This is an optimization exercise on Yosys and OpenROAD, whose aim is small area, not a production implementation. RTL that was checked went through simulation tests only; none was proved equivalent to the original. No activity file was given, so power comes from the tool's default toggle rates.

the previous run:
// commit_trace_capture
module commit_trace_capture #(
    parameter int DEPTH       = 16,
    parameter int MAX_RECORDS = 3000,
    parameter int DROP_W      = 16
) (
    input  logic                   clk,
    input  logic                   reset,
    input  logic                   capture_en,
    input  logic                   commit_valid,
    input  logic [31:0]            commit_pc,
    input  logic [31:0]            commit_instr,
    input  logic                   rf_we,
    input  logic [4:0]             rf_waddr,
    input  logic [31:0]            rf_wdata,
    output logic                   out_valid,
    input  logic                   out_ready,
    output logic [31:0]            out_data,
    output logic                   overflow,
    output logic [DROP_W-1:0]      drop_count,
    output logic                   done
);
For scale: roughly 4500 cells after synthesis, about 1800 flip-flops, about 160 I/O pins, ~0.060 mm2 of cells after synthesis.
Settings: LEC_CHECK=0, CAP_MARGIN=0, CORE_MARGIN=2, CORE_UTILIZATION=65, CTS_BUF_LIST=sky130_fd_sc_hd__clkbuf_4, PLACE_DENSITY=0.75, SLEW_MARGIN=0, SYNTH_HIERARCHICAL=1; clock period 5.0 ns.
run.sh (not shown) runs the stock make flow with config.mk's settings and CLKGATE_MAP_FILE= SYNTH_SCRIPT=/design/flow/synth_recipe.tcl, a recipe that flattens the netlist after the stock synthesis.
diff inputs: the previous run => the current run
- CORE_UTILIZATION now 50, was 65
- CTS_BUF_LIST no longer set, was sky130_fd_sc_hd__clkbuf_4
- CAP_MARGIN now 20, was 0
- PLACE_DENSITY now 0.6, was 0.75
- SLEW_MARGIN now 20, was 0
## What came out
The flow did not stop early for the current run: all stages ran, and the layout cleared the timing, DRC and antenna checks. Delta (the current run minus the previous run): horizontal extent of the die went up by 43 um, power higher, clock buffer count in the final layout -about 54%.
No run of this note included a check of the RTL's function; only the layout flow was run.

commit_trace_capture, a different RTL version from the one above (not shown whole).
Size: roughly 4400 cells after synthesis, about 160 I/O pins, roughly 60000 sq um of cells after synthesis.
// commit_trace_capture
module commit_trace_capture #(
    parameter int DEPTH       = 16,
    parameter int MAX_RECORDS = 3000,
    parameter int DROP_W      = 16
) (
    input  logic                   clk,
    input  logic                   reset,
    input  logic                   capture_en,
    input  logic                   commit_valid,
    input  logic [31:0]            commit_pc,
    input  logic [31:0]            commit_instr,
    input  logic                   rf_we,
    input  logic [4:0]             rf_waddr,
    input  logic [31:0]            rf_wdata,
    output logic                   out_valid,
    input  logic                   out_ready,
    output logic [31:0]            out_data,
    output logic                   overflow,
    output logic [DROP_W-1:0]      drop_count,
    output logic                   done
);
clock: 5.0 ns
lec_check: 0
cap_margin: 0
core_margin: 2
core_utilization: 50
place_density: 0.6
slew_margin: 0
synth_hierarchical: 1
standard.sh (not shown) runs the stock make flow with config.mk's settings and CLKGATE_MAP_FILE= SYNTH_SCRIPT=/design/flow/synth_recipe.tcl, a recipe that flattens the netlist after the stock synthesis.
==> flow/flow/run.sh <==
#!/bin/bash
set -euo pipefail
export BUFFER_PORTS_ARGS="-buffer_cell sky130_fd_sc_hd__buf_1"
export CTS_ARGS="-sink_clustering_enable -repair_clock_nets -dont_use_dummy_load -sink_clustering_size 10 -sink_clustering_max_diameter 30 -buf_list sky130_fd_sc_hd__clkbuf_4 -root_buf sky130_fd_sc_hd__clkbuf_16"
bash standard.sh > flow.log 2>&1
Edit:
==> flow/flow/run.sh (replaced) <==
#!/bin/bash
set -euo pipefail
export BUFFER_PORTS_ARGS="-buffer_cell sky130_fd_sc_hd__buf_1"
export CTS_ARGS="-sink_clustering_enable -repair_clock_nets -dont_use_dummy_load -sink_clustering_size 11 -sink_clustering_max_diameter 40 -buf_list sky130_fd_sc_hd__clkbuf_4 -root_buf sky130_fd_sc_hd__clkbuf_16"
bash standard.sh > flow.log 2>&1
Outcome: Now the flow finished but fails on capacitance limit, slew limit. Synthesized area stays the same. Core utilization shrinks by 1.3 points. Wire length shrinks by 0.45%. Clock skew grows by 38 ps. Design area shrinks by 2.5%.
Edit:
Settings changed: CAP_MARGIN 0 to 10, CORE_UTILIZATION 50 to 60, PLACE_DENSITY 0.6 to 0.7, SLEW_MARGIN 0 to 10.
After rerunning:
- Now the flow ran to the end with no violations
- cell count goes down by a few percent
- die area goes down by about a fifth
- wire length goes down by a few percent
- clock power goes down by a few percent
- synthesized cell count is unchanged
- global-route usage goes up by 3.6 points
- cell area goes down slightly
Edit:
==> flow/flow/run.sh (replaced) <==
#!/bin/bash
set -euo pipefail
export BUFFER_PORTS_ARGS="-buffer_cell sky130_fd_sc_hd__buf_1"
export CTS_ARGS="-sink_clustering_enable -repair_clock_nets -dont_use_dummy_load -sink_clustering_size 20 -sink_clustering_max_diameter 50 -buf_list sky130_fd_sc_hd__clkbuf_8 -root_buf sky130_fd_sc_hd__clkbuf_16"
bash standard.sh > flow.log 2>&1
Settings changed: CAP_MARGIN 10 to 0, CORE_UTILIZATION 60 to 50, PLACE_DENSITY 0.7 to 0.6, SLEW_MARGIN 10 to 0.
The changed run finished clean.
Final cell count came out higher by 4.7%.
Wire length came out higher by 5.7%.
Synthesized cell count does not change.
Edit:
Settings changed: CAP_MARGIN 0 to 20, SLEW_MARGIN 0 to 20.
Effect: Sequential cell count is unchanged; final area hardly moves; worst setup slack is better by 50 ps.
Edit:
==> flow/flow/run.sh (replaced) <==
#!/bin/bash
set -euo pipefail
export BUFFER_PORTS_ARGS="-buffer_cell sky130_fd_sc_hd__buf_1"
export CTS_ARGS="-sink_clustering_enable -repair_clock_nets -dont_use_dummy_load -sink_clustering_size 11 -sink_clustering_max_diameter 40 -buf_list sky130_fd_sc_hd__clkbuf_4 -root_buf sky130_fd_sc_hd__clkbuf_16"
bash standard.sh > flow.log 2>&1
Settings changed: CAP_MARGIN 20 to 10, CORE_UTILIZATION 50 to 68, PLACE_DENSITY 0.6 to 0.78, SLEW_MARGIN 20 to 10.
=> The changed run finished clean. Global-route usage goes up by 7.2 points. Routed wire length goes down by a few percent. Power goes down by a few percent. Non-clock buffer count goes down by 18. Combinational power barely changes. Cell count goes down by a few percent. Design area goes down by a few percent. Synthesized cell count does not change. Core utilization goes up by 17 points. Via count goes up slightly.

commit_trace_capture again, from the RTL that the note above started with.
Design commit_trace_capture, start of the top module:
module commit_trace_capture #(
    parameter int DEPTH       = 16,
    parameter int MAX_RECORDS = 3000,
    parameter int DROP_W      = 16
) (
    input  logic                   clk,
    input  logic                   reset,
    input  logic                   capture_en,
    input  logic                   commit_valid,
    input  logic [31:0]            commit_pc,
    input  logic [31:0]            commit_instr,
    input  logic                   rf_we,
    input  logic [4:0]             rf_waddr,
    input  logic [31:0]            rf_wdata,
    output logic                   out_valid,
    input  logic                   out_ready,
    output logic [31:0]            out_data,
    output logic                   overflow,
    output logic [DROP_W-1:0]      drop_count,
    output logic                   done
);
    localparam int NS    = DEPTH + 1;           
    localparam int NW    = $clog2(NS + 1);
    localparam int RW   = 102;
    localparam int R_PC = 70;
    localparam int R_IN = 38;
    localparam int R_WE = 37;
  ...
export LEC_CHECK = 0
export CAP_MARGIN = 10
export CORE_MARGIN = 2
export CORE_UTILIZATION = 50
export PLACE_DENSITY = 0.6
export SLEW_MARGIN = 10
export SYNTH_HIERARCHICAL = 1
create_clock -name core_clock -period 5.0 [get_ports {clk}]
==> flow/flow/run.sh <==
#!/bin/bash
set -euo pipefail
export BUFFER_PORTS_ARGS="-buffer_cell sky130_fd_sc_hd__buf_1"
export CTS_ARGS="-sink_clustering_enable -repair_clock_nets -dont_use_dummy_load -sink_clustering_size 11 -sink_clustering_max_diameter 40 -buf_list sky130_fd_sc_hd__clkbuf_4 -root_buf sky130_fd_sc_hd__clkbuf_16"
bash standard.sh > flow.log 2>&1
Edit:
==> flow/flow/run.sh (replaced) <==
#!/bin/bash
set -euo pipefail
export BUFFER_PORTS_ARGS="-buffer_cell sky130_fd_sc_hd__buf_1"
export CTS_ARGS="-sink_clustering_enable -repair_clock_nets -dont_use_dummy_load -sink_clustering_size 12 -sink_clustering_max_diameter 35 -buf_list sky130_fd_sc_hd__clkbuf_4 -root_buf sky130_fd_sc_hd__clkbuf_16"
bash standard.sh > flow.log 2>&1
CAP_MARGIN = 0   (was 10)
SLEW_MARGIN = 0   (was 10)
What happened:
- The new run completed with no timing, DRC or antenna violations
- sequential power hardly moves
- worst hold slack got worse by 0.011 ns
- setup slack loses 0.055 ns
- wire length hardly moves

Setup of run E:
RTL: one of the versions met above, not the one the previous note started from.
Size: roughly 4500 cells after synthesis, about 1800 flip-flops.
Settings: LEC_CHECK=0, CAP_MARGIN=20, CORE_MARGIN=2, CORE_UTILIZATION=50, PLACE_DENSITY=0.6, SLEW_MARGIN=20, SYNTH_HIERARCHICAL=1; clock period 5.0 ns.
==> flow/flow/run.sh <==
#!/bin/bash
set -euo pipefail
export BUFFER_PORTS_ARGS="-buffer_cell sky130_fd_sc_hd__buf_1"
export CTS_ARGS="-sink_clustering_enable -repair_clock_nets -dont_use_dummy_load -sink_clustering_size 30 -sink_clustering_max_diameter 60"
bash standard.sh > flow.log 2>&1
diff inputs: run E => run R
==> flow/flow/run.sh <==
#!/bin/bash
set -euo pipefail
export BUFFER_PORTS_ARGS="-buffer_cell sky130_fd_sc_hd__buf_1"
export CTS_ARGS="-sink_clustering_enable -repair_clock_nets -dont_use_dummy_load -sink_clustering_size 20 -sink_clustering_max_diameter 50 -buf_list sky130_fd_sc_hd__clkbuf_8 -root_buf sky130_fd_sc_hd__clkbuf_16"
bash standard.sh > flow.log 2>&1
==> results.txt <==
- All of run E and run R finish clean.
- Area enclosed by the die boundary essentially unchanged between run E and run R.
- [compare] base=run E new=run R: synthesized cell count ~0 delta, wire length of the first global-routing pass ~0 delta.
- Setup slack in run R is 0.019 ns below run E.
- [compare] base=run E new=run R: post-layout minimum cycle time higher, global routing usage on met3 neither gained nor lost much, clock power went down by 21%, leakage power moved down, routed wire length essentially unchanged.
- Part of the power in the clock network delta for run R relative to run E: 3.1 points lower
No run of this note included a check of the RTL's function; only the layout flow was run.

== harbor ==
RTL: one of the versions met above, not the one the previous note started from.
Size: ~4,400 cells after synthesis, roughly 1,800 flip-flops, about 160 I/O pins.
export LEC_CHECK = 0
export CAP_MARGIN = 0
export CORE_MARGIN = 2
export CORE_UTILIZATION = 50
export PLACE_DENSITY = 0.6
export SLEW_MARGIN = 0
export SYNTH_HIERARCHICAL = 1
create_clock -name core_clock -period 5.0 [get_ports {clk}]
==> flow/flow/run.sh <==
#!/bin/bash
set -euo pipefail
export BUFFER_PORTS_ARGS="-buffer_cell sky130_fd_sc_hd__buf_1"
export CTS_ARGS='-sink_clustering_enable -repair_clock_nets -dont_use_dummy_load -sink_clustering_size 12 -sink_clustering_max_diameter 40 -buf_list {sky130_fd_sc_hd__clkbuf_4 sky130_fd_sc_hd__clkbuf_8} -root_buf sky130_fd_sc_hd__clkbuf_16'
bash standard.sh > flow.log 2>&1
The flow did not stop early for harbor: all stages ran, and the layout cleared the timing, DRC and antenna checks.
#### Input delta (yarrow over harbor)
Settings: GPL_TIMING_DRIVEN newly set to 0; CAP_MARGIN changed from 0 to 20; SLEW_MARGIN changed from 0 to 20.
==> flow/flow/run.sh <==
#!/bin/bash
set -euo pipefail
export REMOVE_ABC_BUFFERS=1
export BUFFER_PORTS_ARGS="-buffer_cell sky130_fd_sc_hd__buf_1"
export CTS_ARGS="-sink_clustering_enable -repair_clock_nets -dont_use_dummy_load -sink_clustering_size 20 -sink_clustering_max_diameter 50 -buf_list sky130_fd_sc_hd__clkbuf_8 -root_buf sky130_fd_sc_hd__clkbuf_16"
bash standard.sh > flow.log 2>&1
==> comparison <==
For the total power density per cell area, yarrow came in about 4% lower than harbor did.
The post-route minimum period reported for yarrow is greater than that of harbor by 190 ps.
Number of global-route vias before repair, harbor and yarrow, lower one = harbor.
Delta (yarrow minus harbor): global routing usage on met3 held; overall track demand over capacity in global routing has increased.
From yarrow to harbor, number of routed nets with antenna violations did not move at all.
Going from harbor to yarrow, number of gates resized after CTS +8; clock skew shows a reduction of 6.1 ps; worst vdd rail ir drop went down about 7%.

[static timing again, ports no longer ideal]
How much do the figures lean on ideal ports? The routed layouts below were timed once more, with nothing changed but the port constraints. Step 1, drivers: a clkbuf_16 drives clk and a buf_2 each remaining input, both assumed. Step 2 adds t to the input delays and takes it off the output delays; t is the mean of the earliest and latest rising clock arrival at the registers after step 1. Input paths then give back, and output paths get back, about the clock's delay inside the block. Slacks: no drivers / after step 1 / after step 2; pairs: no drivers / after step 1.
| run | t (ns) | setup slack, ns | worst data-port slew with drivers (ns) | cell pins on the clock port's net |
|---|---|---|---|---|
| the previous run | 1.291 | 0.090 / 0.027 / 0.207 | 0.09 | 1 |
| the current run | 0.838 | 0.145 / 0.068 / 0.023 | 0.09 | 1 |
| the first run of note 2 | 0.875 | 0.367 / 0.313 / -0.394 | 0.13 | 1 |
| the second run of note 2 | 0.876 | 0.358 / 0.280 / -0.311 | 0.13 | 1 |
| the third run of note 2 | 0.837 | 0.216 / 0.138 / -0.021 | 0.16 | 1 |
| the fourth run of note 2 | 0.772 | 0.318 / 0.318 / -0.402 | 0.13 | 1 |
| the fifth run of note 2 | 0.778 | 0.368 / 0.403 / -0.363 | 0.13 | 1 |
| the sixth run of note 2 | 0.830 | 0.314 / 0.313 / -0.082 | 0.16 | 1 |
| the first run of note 3 | 0.875 | 0.353 / 0.276 / -0.296 | 0.12 | 1 |
| the second run of note 3 | 0.879 | 0.299 / 0.311 / -0.541 | 0.15 | 1 |
| run E | 0.770 | 0.505 / 0.428 / 0.519 | 0.15 | 1 |
| run R | 0.772 | 0.486 / 0.412 / 0.523 | 0.15 | 1 |
| harbor | 0.806 | 0.326 / 0.326 / -0.431 | 0.14 | 1 |
| yarrow | 0.784 | 0.133 / 0.133 / -0.387 | 0.17 | 1 |
The setup slack of the second run of note 3, which loses most, moves by +0.012 ns with the drivers and by -0.840 ns with both steps.
